From an optimization exercise on the open Yosys and OpenROAD flow, aimed at small area, a short achievable clock period and few clock cycles; shortcuts taken in it are not production practice. Function was checked by simulation only, so behaviour that the tests miss may differ from the original. Power figures rest on the tool's default switching activity, not on a simulated workload.

**design/flow/run.sh**
```bash
#!/bin/bash
# synth_recipe.tcl (not shown) runs the flow's synth.tcl, then flattens the netlist and writes it again
# the make line also repeats each setting of config.mk as NAME=value (left out here)
make -C /OpenROAD-flow-scripts/flow DESIGN_CONFIG=/design/flow/config.mk WORK_HOME=/design/flow/orfs CLKGATE_MAP_FILE= SYNTH_SCRIPT=/design/flow/synth_recipe.tcl finish
```
**design/flow/constraint.sdc**
```tcl
create_clock -name core_clock -period 7.0 [get_ports {clock}]
set_input_delay 1.4000 -clock core_clock [delete_from_list [all_inputs] [get_ports {clock}]]
set_output_delay 1.4000 -clock core_clock [all_outputs]
set_load 0.01 [all_outputs]
```
**design/flow/config.mk**
```make
export PLATFORM = sky130hd
export DESIGN_NAME = mips_core
export DESIGN_NICKNAME = mips_core
export VERILOG_FILES = /design/flow/design.v
export SDC_FILE = /design/flow/constraint.sdc
export NUM_CORES = 4
export LEC_CHECK = 0
export CAP_MARGIN = 20
export CORE_MARGIN = 2
export CORE_UTILIZATION = 40
export CTS_CLUSTER_DIAMETER = 100
export CTS_CLUSTER_SIZE = 20
export SETUP_SLACK_MARGIN = 4.0
export SLEW_MARGIN = 20
export TNS_END_PERCENT = 0
```
**design/flow/design.v**
```verilog
package mips_pkg;
	typedef logic [32-1:0] word_t;
	typedef logic [5-1:0] reg_addr_t;
	localparam logic [5:0] OP_R_TYPE = 6'h00;
	localparam logic [5:0] OP_BEQ    = 6'h04;
	localparam logic [5:0] OP_ADDIU  = 6'h09;
	localparam logic [5:0] OP_LW     = 6'h23;
	localparam logic [5:0] OP_SW     = 6'h2b;
	localparam logic [5:0] FN_ADDU = 6'h21;
	localparam logic [5:0] FN_SUBU = 6'h23;
	localparam logic [5:0] FN_AND  = 6'h24;
	localparam logic [5:0] FN_OR   = 6'h25;
	localparam logic [5:0] FN_SLT  = 6'h2a;
endpackage
`timescale 1ns/1ps
module pp_add #(
	parameter int W = 32,
	parameter int L = 6      
) (
	input  logic [W-1:0] a,
	input  logic [W-1:0] b,
	input  logic         cin,
	output logic [W-1:0] sum,
	output logic         cout
);
	logic [W:0] g [0:L];
	logic [W:0] p [0:L];
	always_comb begin
		g[0][0] = cin;
		p[0][0] = 1'b0;
		for (int i = 0; i < W; i++) begin
			g[0][i+1] = a[i] & b[i];
			p[0][i+1] = a[i] ^ b[i];
		end
		for (int l = 0; l < L; l++) begin
			for (int i = 0; i <= W; i++) begin
				if (i >= (1 << l)) begin
					g[l+1][i] = g[l][i] | (p[l][i] & g[l][i - (1 << l)]);
					p[l+1][i] = p[l][i] & p[l][i - (1 << l)];
				end else begin
					g[l+1][i] = g[l][i];
					p[l+1][i] = p[l][i];
				end
			end
		end
		for (int i = 0; i < W; i++) begin
			sum[i] = p[0][i+1] ^ g[L][i];
		end
		cout = g[L][W];
	end
endmodule
`timescale 1ns/1ps
module reg_file (
	input  logic        clock,
	input  logic        rst_n,
	input  logic [4:0]  rs_addr,
	input  logic [4:0]  rt_addr,
	output logic [31:0] rs_value,
	output logic [31:0] rt_value,
	input  logic        wr_en,       
	input  logic [4:0]  wr_addr,
	input  logic [31:0] wr_value
);
	logic [31:0] regs [1:31];
	logic [31:1] valid;
	logic        rs_byp;
	logic        rt_byp;
	logic [31:1] rs_sel;
	logic [31:1] rt_sel;
	logic [31:0] rs_raw;
	logic [31:0] rt_raw;
	assign rs_byp = wr_en && (wr_addr == rs_addr);
	assign rt_byp = wr_en && (wr_addr == rt_addr);
	always_comb begin
		for (int i = 1; i < 32; i++) begin
			rs_sel[i] = valid[i] && (rs_addr == i[4:0]);
			rt_sel[i] = valid[i] && (rt_addr == i[4:0]);
		end
	end
	always_comb begin
		rs_raw = '0;
		rt_raw = '0;
		for (int i = 1; i < 32; i++) begin
			rs_raw = rs_raw | (rs_sel[i] ? regs[i] : '0);
			rt_raw = rt_raw | (rt_sel[i] ? regs[i] : '0);
		end
	end
	assign rs_value = rs_byp ? wr_value : rs_raw;
	assign rt_value = rt_byp ? wr_value : rt_raw;
	always_ff @(posedge clock) begin
		if (!rst_n) begin
			valid <= '0;
		end else begin
			for (int i = 1; i < 32; i++) begin
				if (wr_en && wr_addr == i[4:0]) begin
					valid[i] <= 1'b1;
				end
			end
		end
	end
	always_ff @(posedge clock) begin
		for (int i = 1; i < 32; i++) begin
			if (wr_en && wr_addr == i[4:0]) begin
				regs[i] <= wr_value;
			end
		end
	end
endmodule
`timescale 1ns/1ps
module exe_stage (
	input  logic [31:0] rs_value,
	input  logic [31:0] rt_value,
	input  logic [15:0] imm,
	input  logic [31:0] mem_result,
	input  logic        a_fwd,       
	input  logic        a_reg,       
	input  logic        b_fwd,       
	input  logic        b_reg,       
	input  logic        b_imm,       
	input  logic        t_fwd,       
	input  logic        op_sub,
	input  logic        op_and,
	input  logic        op_or,
	input  logic        op_slt,
	input  logic        op_add,
	output logic [31:0] result,
	output logic [31:0] store_data,
	output logic        equal
);
	logic [31:0] op_a;
	logic [31:0] b_in;
	logic [31:0] b_raw;
	logic [31:0] sum;
	logic [31:0] inv;
	logic        less;
	assign inv = {32{op_sub}};
	assign op_a = ({32{a_fwd}} & mem_result) | ({32{a_reg}} & rs_value);
	assign b_in = ({32{b_fwd}} & (mem_result ^ inv))
	            | ({32{b_reg}} & (rt_value ^ inv))
	            | ({32{b_imm}} & {{16{imm[15]}}, imm});
	assign b_raw = b_in;
	pp_add #(.W(32), .L(6)) u_add (
		.a    (op_a),
		.b    (b_in),
		.cin  (op_sub),
		.sum  (sum),
		.cout ()
	);
	assign less = (op_a[31] == b_in[31]) ? op_a[31] : sum[31];
	assign result = ({32{op_and}} & (op_a & b_raw))
	              | ({32{op_or}}  & (op_a | b_raw))
	              | ({32{op_add}} & sum)
	              | {31'd0, op_slt & less};
	assign store_data = ({32{t_fwd}} & mem_result) | ({32{!t_fwd}} & rt_value);
	assign equal = (op_a == store_data);
endmodule
`timescale 1ns/1ps
module mips_core (
	input  logic  clock,
	input  logic  rst_n,
	output mips_pkg::word_t instruction_addr,
	input  mips_pkg::word_t instruction,
	output mips_pkg::word_t data_addr,
	output mips_pkg::word_t data_wr,
	output logic  mem_read,
	output logic  mem_write,
	input  mips_pkg::word_t data_rd
);
	logic [29:0] pc;             
	logic [31:0] ex_rs_value;
	logic [31:0] ex_rt_value;
	logic [15:0] ex_imm;
	logic [4:0]  ex_dest;
	logic        ex_reg_write;   
	logic        ex_mem_read;
	logic        ex_mem_write;
	logic        ex_branch;      
	logic        ex_sub;
	logic        ex_and;
	logic        ex_or;
	logic        ex_slt;
	logic        ex_add;         
	logic        ex_a_fwd;
	logic        ex_a_reg;
	logic        ex_b_fwd;
	logic        ex_b_reg;
	logic        ex_b_imm;
	logic        ex_t_fwd;
	logic [31:0] mem_result;
	logic [31:0] mem_store;
	logic [4:0]  mem_dest;
	logic        mem_reg_write;
	logic        mem_rd;
	logic        mem_wr;
	logic [5:0]  opcode;
	logic [5:0]  funct;
	logic [4:0]  rs_addr;
	logic [4:0]  rt_addr;
	logic [4:0]  rd_addr;
	logic [15:0] imm;
	logic        is_r;
	logic        is_addu, is_subu, is_and, is_or, is_slt;
	logic        is_addiu, is_lw, is_sw, is_beq;
	logic        r_valid;
	logic        uncond;
	logic [4:0]  dest;
	logic        reg_write;
	logic        use_rs;
	logic        use_rt;
	logic        load_use;
	logic        stall;
	logic        redirect;
	logic [29:0] pc_next;
	logic [29:0] pc_plus1;
	logic [29:0] pc_jump;
	logic [29:0] ex_target;
	logic [31:0] rs_value;
	logic [31:0] rt_value;
	logic [31:0] wb_value;
	logic [31:0] ex_result;
	logic [31:0] ex_store;
	logic        ex_equal;
	assign instruction_addr = {pc, 2'b00};
	assign opcode  = instruction[31:26];
	assign rs_addr = instruction[25:21];
	assign rt_addr = instruction[20:16];
	assign rd_addr = instruction[15:11];
	assign funct   = instruction[5:0];
	assign imm     = instruction[15:0];
	assign is_r     = (opcode == mips_pkg::OP_R_TYPE);
	assign is_addu  = is_r && (funct == mips_pkg::FN_ADDU);
	assign is_subu  = is_r && (funct == mips_pkg::FN_SUBU);
	assign is_and   = is_r && (funct == mips_pkg::FN_AND);
	assign is_or    = is_r && (funct == mips_pkg::FN_OR);
	assign is_slt   = is_r && (funct == mips_pkg::FN_SLT);
	assign r_valid  = is_addu || is_subu || is_and || is_or || is_slt;
	assign is_addiu = (opcode == mips_pkg::OP_ADDIU);
	assign is_lw    = (opcode == mips_pkg::OP_LW);
	assign is_sw    = (opcode == mips_pkg::OP_SW);
	assign is_beq   = (opcode == mips_pkg::OP_BEQ);
	logic short_imm;
	assign short_imm = (imm[15:5] == 11'h000) || (imm[15:5] == 11'h7ff);
	assign uncond    = is_beq && (rs_addr == rt_addr) && short_imm;
	assign dest      = is_r ? rd_addr : rt_addr;
	assign reg_write = (r_valid || is_addiu || is_lw) && (dest != 5'd0);
	assign use_rs    = r_valid || is_addiu || is_lw || is_sw || (is_beq && !uncond);
	assign use_rt    = r_valid || is_sw || (is_beq && !uncond);
	assign load_use = ex_mem_read &&
		((use_rs && ex_dest == rs_addr) || (use_rt && ex_dest == rt_addr));
	assign redirect = ex_branch && ex_equal;
	assign stall    = load_use;
	assign wb_value = mem_rd ? data_rd : mem_result;
	reg_file u_reg_file (
		.clock    (clock),
		.rst_n    (rst_n),
		.rs_addr  (rs_addr),
		.rt_addr  (rt_addr),
		.rs_value (rs_value),
		.rt_value (rt_value),
		.wr_en    (mem_reg_write),
		.wr_addr  (mem_dest),
		.wr_value (wb_value)
	);
	assign pc_plus1 = pc + 30'd1;
	logic [5:0]  jump_lo;
	logic        jump_c;
	logic [23:0] hi_inc;
	logic [23:0] hi_dec;
	pp_add #(.W(6), .L(3)) u_jump_add (
		.a    (pc[5:0]),
		.b    (imm[5:0]),
		.cin  (1'b1),
		.sum  (jump_lo),
		.cout (jump_c)
	);
	assign hi_inc  = pc[29:6] + 24'd1;
	assign hi_dec  = pc[29:6] - 24'd1;
	logic jump_up;
	logic jump_down;
	logic jump_same;
	assign jump_up   = !imm[15] && jump_c;
	assign jump_down = imm[15] && !jump_c;
	assign jump_same = imm[15] == jump_c;
	assign pc_jump = {({24{jump_up}} & hi_inc) | ({24{jump_down}} & hi_dec)
		| ({24{jump_same}} & pc[29:6]), jump_lo};
	assign ex_target = pc + {{14{ex_imm[15]}}, ex_imm};
	logic sel_redirect;
	logic sel_hold;
	logic sel_jump;
	logic sel_step;
	assign sel_redirect = redirect;
	assign sel_hold     = !redirect && stall;
	assign sel_jump     = !redirect && !stall && uncond;
	assign sel_step     = !redirect && !stall && !uncond;
	assign pc_next = ({30{sel_redirect}} & ex_target) | ({30{sel_hold}} & pc)
		| ({30{sel_jump}} & pc_jump) | ({30{sel_step}} & pc_plus1);
	always_ff @(posedge clock) begin
		if (!rst_n) pc <= '0;
		else        pc <= pc_next;
	end
	logic issue;
	logic use_imm;
	logic fwd_a;
	logic fwd_b;
	assign issue   = !redirect && !stall;
	assign use_imm = is_addiu || is_lw || is_sw;
	assign fwd_a   = ex_reg_write && (ex_dest == rs_addr);
	assign fwd_b   = ex_reg_write && (ex_dest == rt_addr);
	always_ff @(posedge clock) begin
		if (!rst_n || !issue) begin
			ex_reg_write <= 1'b0;
			ex_mem_read  <= 1'b0;
			ex_mem_write <= 1'b0;
			ex_branch    <= 1'b0;
		end else begin
			ex_reg_write <= reg_write;
			ex_mem_read  <= is_lw;
			ex_mem_write <= is_sw;
			ex_branch    <= is_beq && !uncond;
		end
	end
	always_ff @(posedge clock) begin
		ex_rs_value <= rs_value;
		ex_rt_value <= rt_value;
		ex_imm      <= imm;
		ex_dest     <= dest;
		ex_sub      <= is_subu || is_slt;
		ex_and      <= is_and;
		ex_or       <= is_or;
		ex_slt      <= is_slt;
		ex_add      <= !(is_and || is_or || is_slt);
		ex_a_fwd    <= fwd_a;
		ex_a_reg    <= !fwd_a;
		ex_b_fwd    <= fwd_b && !use_imm;
		ex_b_reg    <= !fwd_b && !use_imm;
		ex_b_imm    <= use_imm;
		ex_t_fwd    <= fwd_b;
	end
	exe_stage u_exe (
		.rs_value   (ex_rs_value),
		.rt_value   (ex_rt_value),
		.imm        (ex_imm),
		.mem_result (mem_result),
		.a_fwd      (ex_a_fwd),
		.a_reg      (ex_a_reg),
		.b_fwd      (ex_b_fwd),
		.b_reg      (ex_b_reg),
		.b_imm      (ex_b_imm),
		.t_fwd      (ex_t_fwd),
		.op_sub     (ex_sub),
		.op_and     (ex_and),
		.op_or      (ex_or),
		.op_slt     (ex_slt),
		.op_add     (ex_add),
		.result     (ex_result),
		.store_data (ex_store),
		.equal      (ex_equal)
	);
	always_ff @(posedge clock) begin
		if (!rst_n) begin
			mem_reg_write <= 1'b0;
			mem_rd        <= 1'b0;
			mem_wr        <= 1'b0;
		end else begin
			mem_reg_write <= ex_reg_write;
			mem_rd        <= ex_mem_read;
			mem_wr        <= ex_mem_write;
		end
	end
	always_ff @(posedge clock) begin
		mem_result <= ex_result;
		mem_store  <= ex_store;
		mem_dest   <= ex_dest;
	end
	assign data_addr = mem_result;
	assign data_wr   = mem_store;
	assign mem_read  = mem_rd;
	assign mem_write = mem_wr;
endmodule
```
==> results of run 1 <==
through the flow:
step / hold slack (ns) / std cells / setup slack (ns) / instance area [µm²] / utilization
after detailed placement: 0.389 / 6382 / 1.71 / 61400 / 0.434
final: 0.405 / 6676 / 3.17 / 66200 / 0.468
after floorplan: 0.373 / 4519 / 3.10 / 57000 / -
after global routing: 0.417 / 6656 / 3.32 / 66200 / 0.468
after global placement: 0.390 / 6382 / 1.49 / 61400 / 0.434
after CTS: 0.405 / 6616 / 3.47 / 65600 / 0.464
worst paths after layout:
path,from,end,slack [ns],cells after the start
worst min-delay path,ex_dest[0],mem_dest[0],0.40,0
worst max register to register,ex_b_reg,mem_result[30],3.44,15
worst min register to register,ex_dest[0],mem_dest[0],0.40,0
worst max-delay path,instruction[16],ex_rt_value[10],3.17,8
critical path, cell delays in order:
cell and delay, ns:
sky130_fd_sc_hd__clkdlybuf4s15_2 0.39, sky130_fd_sc_hd__nor2b_1 0.43, sky130_fd_sc_hd__and2_1 0.52, sky130_fd_sc_hd__and3_4 0.77, sky130_fd_sc_hd__a221oi_1 0.17, sky130_fd_sc_hd__nand4_1 0.16
sky130_fd_sc_hd__nor3_2 0.08, sky130_fd_sc_hd__a21oi_2 0.44
kinds of logic (layout without fill, tap and decap cells):
logic type	after synthesis	after routing	share of synthesized area
compound gates	1611	1611	0.228
xor+xnor	101	101	0.0155
fa+ha+maj	107	107	0.0238
buf+inv	572	813	0.0393
flops	1225	1225	0.606
mux	63	63	0.0116
other cells	1	23	0.0000659
simple gates	838	843	0.0764
synthesized netlist by cell type (47+ instances only):
library cell / instances / area, µm²
sky130_fd_sc_hd__edfxtp_1: 992 / 29800
sky130_fd_sc_hd__a221oi_1: 476 / 4170
sky130_fd_sc_hd__a22o_1: 461 / 4040
sky130_fd_sc_hd__clkbuf_1: 322 / 1210
sky130_fd_sc_hd__dfxtp_1: 233 / 4660
sky130_fd_sc_hd__nor2_1: 207 / 777
sky130_fd_sc_hd__inv_1: 182 / 683
sky130_fd_sc_hd__a21oi_1: 167 / 836
sky130_fd_sc_hd__nand4_1: 145 / 907
sky130_fd_sc_hd__nand2_1: 125 / 469
sky130_fd_sc_hd__o21ai_0: 122 / 611
sky130_fd_sc_hd__ha_1: 105 / 1310
sky130_fd_sc_hd__nor3_1: 91 / 455
sky130_fd_sc_hd__and3_1: 78 / 488
sky130_fd_sc_hd__a222oi_1: 66 / 661
sky130_fd_sc_hd__xnor2_1: 59 / 517
sky130_fd_sc_hd__nor2b_1: 47 / 294
layer usage:
metal	up-vias	global-route usage
li1	18901	-
met1	24596	0.449
met2	5888	0.525
met3	1863	0.195
met4	20	0.264
met5	-	0.00661
report_power, final:
part           internal (W)  leakage (nW)  switching [W]
combinational      0.000149          10.6       0.000239
clock               0.00199          1.03        0.00261
sequential          0.00780          11.0      0.0000418
placed cells by master, fill, tap and decap left out, drive strengths merged, types with 12 or more instances in the layout:
master,netlist,final
o22ai,31,31
a22o,461,461
a21oi,168,168
o21ai,129,129
buf,65,335
dfxtp,233,233
nand2,126,126
xnor2,59,59
inv,184,188
or3,12,12
o221a,17,17
a211oi,19,19
clkdlybuf4s50,0,141
o21bai,12,12
a21o,35,35
nand2b,13,13
and3,78,83
mux2,18,18
nor2b,47,47
xor2,42,42
nand3,46,46
and2,20,20
clkbuf,323,122
edfxtp,992,992
a221o,46,46
a22oi,44,44
nor2,208,208
ha,105,105
o31ai,12,12
nand4,146,146
a222oi,66,66
a31oi,21,21
diode,0,21
a221oi,478,478
mux2i,45,45
nor4,12,12
nor3,94,94
area by class of cell:
class                           count  area [µm²]
Sequential cell                  1225       34500
Tap cell                         1890        2360
Timing Repair Buffer              497        4730
Fill cell                       12381       75200
Antenna cell                       21        52.6
Timing Repair inverter              1        7.51
Multi-Input combinational cell   2727       21700
Inverter                          184         721
Clock inverter                     12         178
Clock buffer                      119        1980
timing repair:
item,CTS,global route
hold buffers,0,0
resized for setup,272,67
pin swaps,66,41
cloned,9,1
endpoints found under the setup margin,260,362
setup buffers,94,37
==> impl_metrics.py, run 1 <==
metrics = {
    "status": {
        "outcome": "no timing/DRC/antenna violations",
    },
    "job": {
        "maxCapViolCount": 0,
    },
    "cts": {
        "cts-buffers-inserted": 72,
        "htree_levels": 3,
        "tritoncts": "yes",
        "clk_pin_slew_ns": 0.10,
        "clock_insertion_delay_worst_skew_ns": 0.75,
        "clock-sinks": 1225,
        "clk_path_buf_depth": 3,
        "cts_root_buf": "sky130_fd_sc_hd__clkbuf_16",
    },
    "sta": {
        "rsz0062_at_grt": "true",
        "clock-skew-final_ns": 0.0453,
        "max_clock_freq_mhz": 261,
        "final-max-slew-violation-count": 0,
        "setup-tns-final_ns": 0,
        "timing.max_slew.rel_slack": 0.0985,
        "finalCriticalPeriod_ns": 3.83,
        "report.final.hold_viol_count": 0,
        "final_min_period_over_clock_period": 0.547,
        "pin_slew_with_the_least_headroom_to_its_limit_ns": 1.31,
        "setup-violations-final": 0,
    },
    "placement": {
        "count_of_port_buffers_added_during_placement": 161,
        "gp_routability_congestion": 1.04,
        "place_hpwl_um": 165000,
    },
    "pwr": {
        "power_density_nw_per_um2": 194,
        "cellLeakagePower_nw": 22.7,
        "max-vdd-ir-drop_uv": 167,
        "post-layout-total-power_w": 0.0128,
    },
    "route": {
        "vias_per_cell": 7.68,
        "drt_pass1_iterations": 17,
        "drt_drc_violations_left": 0,
        "route.met2.wl_um": 114000,
        "wl_um": 288000,
        "routed-wl-met3_um": 51000,
        "m1_wire_length_um": 94200,
        "detail_route.iter0.violations": 12428,
        "num_vias": 51268,
        "routed.top_layer": "met5",
        "drt.antenna.violating_nets": 0,
        "detail_route.wl_per_cell_um": 43.1,
    },
    "grt": {
        "grt_max_degree": 68,
        "grt.overflow.total": 0,
        "initial_antenna_violation_count": 18,
        "grt_use_total": 0.378,
        "grt_pass1_vias": 46035,
        "global_route_wire_length_before_repair_um": 383000,
    },
    "worst_setup_path": {
        "critPathRequiredTime_ns": 7.57,
        "worst-path-max-fanout": 16,
        "arrival_ns": 4.39,
        "type_of_origin_of_the_critical_path": "input port",
        "worstSetupEndpointType": "register",
        "path_class": "input port to register",
    },
    "synthesis": {
        "dominantRegCellSynth": "sky130_fd_sc_hd__edfxtp_1",
        "postSynthAreaPerCell_um2": 12.6,
        "syn_inst": 4518,
        "yosys_warnings": 9,
        "synth-seq-cells": 1225,
        "ys_async_sr_fraction": 0,
        "ys_seq_area_frac": 0.606,
        "post_synth_instance_area_um2": 56900,
        "yosysUniqueCellTypes": 95,
        "synth_edf_count": 992,
    },
    "final_layout": {
        "synthToLayoutAreaGrowth_pct": 16.4,
        "num-nets-final": 4881,
        "register_with_the_highest_flop_count": "u_reg_file.regs",
        "largest_register_ff_count": 992,
        "final_layout_size_suffix_gt1_frac": 0.155,
    },
    "floorplan": {
        "chipHeight_um": 381,
        "top_level_ports": 164,
        "placement_rows": 138,
        "placeableCoreArea_um2": 141000,
        "start_util": 0.402,
        "die_outline_width_um": 381,
        "dieArea_um2": 145000,
    },
    "hold_path": {
        "tightest_hold_check_type": "register to register",
    },
}
Testbench counts, summed over its fixed seeds: cycles 29,603.
==> inputs of run 2 (changes only) <==
==> design/flow/flow/run.sh (new file) <==
#!/bin/bash
set -euo pipefail

# The platform's own don't-use cells, then the delay cells
DONT_USE="sky130_fd_sc_hd__probe_p_8 sky130_fd_sc_hd__probec_p_8 sky130_fd_sc_hd__lpflow_bleeder_1 sky130_fd_sc_hd__lpflow_clkbufkapwr_1 sky130_fd_sc_hd__lpflow_clkbufkapwr_16 sky130_fd_sc_hd__lpflow_clkbufkapwr_2 sky130_fd_sc_hd__lpflow_clkbufkapwr_4 sky130_fd_sc_hd__lpflow_clkbufkapwr_8 sky130_fd_sc_hd__lpflow_clkinvkapwr_1 sky130_fd_sc_hd__lpflow_clkinvkapwr_16 sky130_fd_sc_hd__lpflow_clkinvkapwr_2 sky130_fd_sc_hd__lpflow_clkinvkapwr_4 sky130_fd_sc_hd__lpflow_clkinvkapwr_8 sky130_fd_sc_hd__lpflow_decapkapwr_12 sky130_fd_sc_hd__lpflow_decapkapwr_3 sky130_fd_sc_hd__lpflow_decapkapwr_4 sky130_fd_sc_hd__lpflow_decapkapwr_6 sky130_fd_sc_hd__lpflow_decapkapwr_8 sky130_fd_sc_hd__lpflow_inputiso0n_1 sky130_fd_sc_hd__lpflow_inputiso0p_1 sky130_fd_sc_hd__lpflow_inputiso1n_1 sky130_fd_sc_hd__lpflow_inputiso1p_1 sky130_fd_sc_hd__lpflow_inputisolatch_1 sky130_fd_sc_hd__lpflow_isobufsrc_1 sky130_fd_sc_hd__lpflow_isobufsrc_16 sky130_fd_sc_hd__lpflow_isobufsrc_2 sky130_fd_sc_hd__lpflow_isobufsrc_4 sky130_fd_sc_hd__lpflow_isobufsrc_8 sky130_fd_sc_hd__lpflow_isobufsrckapwr_16 sky130_fd_sc_hd__lpflow_lsbuf_lh_hl_isowell_tap_1 sky130_fd_sc_hd__lpflow_lsbuf_lh_hl_isowell_tap_2 sky130_fd_sc_hd__lpflow_lsbuf_lh_hl_isowell_tap_4 sky130_fd_sc_hd__lpflow_lsbuf_lh_isowell_4 sky130_fd_sc_hd__lpflow_lsbuf_lh_isowell_tap_1 sky130_fd_sc_hd__lpflow_lsbuf_lh_isowell_tap_2 sky130_fd_sc_hd__lpflow_lsbuf_lh_isowell_tap_4  sky130_fd_sc_hd__clkdlybuf4s15_1 sky130_fd_sc_hd__clkdlybuf4s15_2 sky130_fd_sc_hd__clkdlybuf4s18_1 sky130_fd_sc_hd__clkdlybuf4s18_2 sky130_fd_sc_hd__clkdlybuf4s25_1 sky130_fd_sc_hd__clkdlybuf4s25_2 sky130_fd_sc_hd__clkdlybuf4s50_1 sky130_fd_sc_hd__clkdlybuf4s50_2 sky130_fd_sc_hd__dlygate4sd1_1 sky130_fd_sc_hd__dlygate4sd2_1 sky130_fd_sc_hd__dlygate4sd3_1 sky130_fd_sc_hd__dlymetal6s2s_1 sky130_fd_sc_hd__dlymetal6s4s_1 sky130_fd_sc_hd__dlymetal6s6s_1"

bash standard.sh "DONT_USE_CELLS=$DONT_USE" finish > standard_flow.log 2>&1
test -s out/final.def
==> design/flow/standard.sh (new file) <==
#!/bin/bash
# synth_recipe.tcl (not shown) runs the flow's synth.tcl, then flattens the netlist and writes it again
# the make line also repeats each setting of config.mk as NAME=value (left out here)
make -C /OpenROAD-flow-scripts/flow DESIGN_CONFIG=/design/flow/config.mk WORK_HOME=/design/flow/orfs CLKGATE_MAP_FILE= SYNTH_SCRIPT=/design/flow/synth_recipe.tcl "${@:-finish}"
removed: design/flow/run.sh
==> run 2 against run 1 <==
Effect of this change: still clean on timing, DRC and antenna; via count fell by 0.29%; first-iteration DRC count rose by 6.7%; synthesized cell count did not move; cell count fell by 1.2%; combinational power fell by 9.3%; worst hold slack got worse by 0.0015 ns; die area barely moved; register-to-register slack got worse by 0.18 ns; final area fell by 4.3%; sequential share of layout area rose by 2.4 points; global-route usage rose by 1.1 points; flip-flop and latch count did not move; largest cell class unchanged; largest power group unchanged.
==> impl_metrics.py, run 2 <==
metrics = {
    "final_layout": {
        "register_with_the_highest_flop_count": "u_reg_file.regs",
        "fin_util": 0.448,
        "synthToLayoutAreaGrowth_pct": 11.4,
        "final_layout_size_suffix_gt1_frac": 0.118,
        "largest_register_ff_count": 992,
        "final_area_um2": 63400,
        "leading_cell_type_in_the_layout_fill_and_taps_excluded": "sky130_fd_sc_hd__edfxtp_1",
        "num-nets-final": 4795,
        "layout_common_cells": "992 x sky130_fd_sc_hd__edfxtp_1, 475 x sky130_fd_sc_hd__a221oi_1, 461 x sky130_fd_sc_hd__a22o_1",
    },
    "synthesis": {
        "postSynthAreaPerCell_um2": 12.6,
        "synth-seq-cells": 1225,
        "post_synth_main_area_contributors": "sky130_fd_sc_hd__edfxtp_1 52%, sky130_fd_sc_hd__dfxtp_1 8.2%, sky130_fd_sc_hd__a221oi_1 7.3%",
        "synth_edf_count": 992,
        "synthMostInstantiatedCell": "sky130_fd_sc_hd__edfxtp_1",
        "netlist.area_leader.share": 0.524,
        "commonest_cells_in_the_synthesized_netlist": "992 x sky130_fd_sc_hd__edfxtp_1, 476 x sky130_fd_sc_hd__a221oi_1, 461 x sky130_fd_sc_hd__a22o_1, 322 x sky130_fd_sc_hd__clkbuf_1, 233 x sky130_fd_sc_hd__dfxtp_1",
        "yosysUniqueCellTypes": 93,
        "synth_top_cell_by_area": "sky130_fd_sc_hd__edfxtp_1",
        "post_synth_instance_area_um2": 56900,
        "ys_seq_area_frac": 0.606,
        "dominantRegCellSynth": "sky130_fd_sc_hd__edfxtp_1",
        "yosys_warnings": 9,
        "ys_async_sr_fraction": 0,
        "syn_inst": 4518,
    },
    "cts": {
        "clock_insertion_delay_worst_skew_ns": 0.74,
        "cts_root_buf": "sky130_fd_sc_hd__clkbuf_16",
        "tritoncts": "yes",
        "htree_levels": 3,
        "cts_hold_buffers": 0,
        "clk_pin_slew_ns": 0.10,
        "clock-sinks": 1225,
        "cts-buffers-inserted": 73,
        "clk_path_buf_depth": 3,
    },
    "sta": {
        "final_min_period_over_clock_period": 0.560,
        "finalCriticalPeriod_ns": 3.92,
        "report.final.hold_viol_count": 0,
        "clock-skew-final_ns": 0.0498,
        "setup-tns-final_ns": 0,
        "rsz0062_at_grt": "true",
        "final-max-slew-violation-count": 0,
        "max_clock_freq_mhz": 255,
        "timing.max_slew.rel_slack": 0.0776,
        "pin_slew_with_the_least_headroom_to_its_limit_ns": 1.38,
        "setup-violations-final": 0,
        "fin_hold_ws_ns": 0.403,
    },
    "pwr": {
        "pwr-share-seq": 0.609,
        "max-vdd-ir-drop_uv": 187,
        "cell_internal_power_dissipation_w": 0.0100,
        "power_density_nw_per_um2": 203,
        "switching_power_w": 0.00288,
        "clock_power_share": 0.364,
        "cellLeakagePower_nw": 21.4,
        "netSwitchingFraction": 0.224,
        "power.combinational.fraction": 0.027,
        "post-layout-total-power_w": 0.0129,
    },
    "placement": {
        "place_hpwl_um": 166000,
        "dpl-instance-area_um2": 59500,
        "count_of_port_buffers_added_during_placement": 161,
        "gp_routability_congestion": 1.03,
    },
    "grt": {
        "initial_antenna_violation_count": 31,
        "grt_max_degree": 56,
        "grtUsageMet2": 0.535,
        "grt_pass1_vias": 46179,
        "grt_use_total": 0.388,
        "gr-usage-met1": 0.459,
        "grt-busiest-layer": "met2",
        "fraction_of_met3_tracks_used_by_global_routing": 0.195,
        "grt.overflow.total": 0,
        "global_route_wire_length_before_repair_um": 391000,
    },
    "job": {
        "maxCapViolCount": 0,
    },
    "route": {
        "num_vias": 51120,
        "vias_per_cell": 7.75,
        "drt.antenna.violating_nets": 0,
        "detail_route.wl_per_cell_um": 44.5,
        "detail_route.iter0.violations": 13263,
        "drt_pass1_iterations": 15,
        "drt_drc_violations_left": 0,
        "wl_um": 294000,
    },
    "worst_setup_path": {
        "r2r_end": "pc[19]",
        "critPathRequiredTime_ns": 7.56,
        "critical-path-max-stage-delay_ns": 0.83,
        "type_of_origin_of_the_critical_path": "input port",
        "r2r_start": "ex_rt_value[12]",
        "worst-path-max-fanout": 21,
        "arrival_ns": 4.48,
        "ff2ff_path_depth": 11,
        "critical_path.slowest_cell": "sky130_fd_sc_hd__and3_4",
        "crit_path_cell_trace": "buf_2 -> nor2b_4 -> and3_4 -> buf_2 -> a222oi_1 -> nand4_1 -> nor3_1 -> a21oi_1",
        "worstSetupEndpointType": "register",
        "worst-r2r-setup-slack_ns": 3.26,
        "path_class": "input port to register",
        "cp_common_cell": "sky130_fd_sc_hd__buf_2",
    },
    "floorplan": {
        "top_level_ports": 164,
        "start_util": 0.402,
        "chipHeight_um": 381,
        "placement_rows": 138,
        "placeableCoreArea_um2": 141000,
        "dieArea_um2": 145000,
        "die_outline_width_um": 381,
    },
    "hold_path": {
        "worst_hold_startpoint": "ex_dest[4]",
        "timing.hold.worst_path_depth": 0,
        "worst_hold_path.endpoint": "mem_dest[4]",
        "tightest_hold_check_type": "register to register",
    },
    "status": {
        "outcome": "no timing/DRC/antenna violations",
    },
}
-- run 2: worst max path at each step --
stage | endpoint | cells past startpoint | start
floorplan | pc[9] | 18 | instruction[0]
detailed placement | ex_rt_value[8] | 10 | instruction[19]
global route | pc[24] | 18 | instruction[0]
CTS | pc[14] | 18 | instruction[0]
global placement | ex_rt_value[8] | 10 | instruction[19]
finish | ex_rt_value[21] | 8 | instruction[20]
-- run 2: repair_timing --
| item | 4_1_cts | 5_1_grt |
|---|---|---|
| resized for setup | 229 | 20 |
| buffers inserted | 79 | 16 |
| pin swaps | 46 | 13 |
| hold endpoints to repair | 0 | 0 |
| setup endpoints to repair | 692 | 758 |
| cloned | 11 | 1 |
-- run 2: logic make-up after synthesis --
kind of cell,Yosys count,share of synthesized area
buf+inv,572,0.0392
mux,63,0.0116
fa+ha+maj,107,0.0238
compound gates,1611,0.228
flops,1225,0.606
other cells,1,0.0000659
simple gates,838,0.0763
xor+xnor,101,0.0156
-- run 2: layout make-up --
| type | count | area, µm² |
|---|---|---|
| inverter | 184 | 723 |
| timing repair inverter | 1 | 8.76 |
| timing repair buffer | 404 | 2200 |
| clock inverter | 13 | 173 |
| antenna | 24 | 60.1 |
| tap | 1890 | 2360 |
| clock buffer | 120 | 2050 |
| multi-input combinational | 2733 | 21300 |
| fill | 12759 | 78000 |
| sequential | 1225 | 34500 |
-- run 2: critical path: cells and delay by family --
kind / cells / cell delay [ns]
buffers and inverters: 2 / 0.90
AO/OA/AOI/OAI: 2 / 0.57
AND/OR/NAND/NOR: 4 / 1.57
-- run 2: power groups by stage --
stage | combinational (W) | clock, W | sequential [W]
floorplan | 0.000196 | 0 | 0.00799
global placement | 0.000293 | 0 | 0.00801
detailed placement | 0.000295 | 0 | 0.00801
CTS | 0.000327 | 0.00463 | 0.00784
global route | 0.000374 | 0.00488 | 0.00784
finish | 0.000353 | 0.00469 | 0.00784
-- run 2: through the flow --
step / instances / setup WS [ns]
floorplan: 4519 / 3.15
global placement: 6325 / 1.79
detailed placement: 6328 / 1.82
CTS: 6551 / 3.53
global route: 6576 / 3.28
finish: 6594 / 3.08
-- run 2: per-layer routing --
| layer | part of all wire | routed length, µm | vias up |
|---|---|---|---|
| met3 | 0.18 | 52300 | 1959 |
| met4 | 0.10 | 29800 | 46 |
| met1 | 0.33 | 95800 | 24433 |
| met5 | 0.0027 | 782 | - |
| li1 | - | - | 18749 |
| met2 | 0.39 | 115000 | 5933 |

[separate check: timing with driven ports]
In the flow no input, the clock included, has a driving cell. The finished layouts below were timed again as built, in two steps.
Step 1, drivers: a clkbuf_16 drives clock and a buf_2 each remaining input, both assumed.
Step 2 moves the port delays by t, midway between the first and last clock arrival at a register: inputs arrive t later, outputs are due t later. That takes back most of the time a late clock gives input paths.
a / b / c = ideal / step 1 / step 2; a / b = the first two.
| run | t, ns | setup slack, ns | worst register clock-pin slew, ns | cell pins on the clock port's net |
|---|---|---|---|---|
| run 1 | 0.807 | 3.173 / 3.229 / 2.422 | 0.10 / 0.10 | 1 |
| run 2 | 0.788 | 3.079 / 3.081 / 2.293 | 0.10 / 0.10 | 1 |
After both steps setup and hold are still met in every run listed. The setup slack of run 2, which loses most, moves by +0.002 ns with the drivers and by -0.786 ns with both steps.
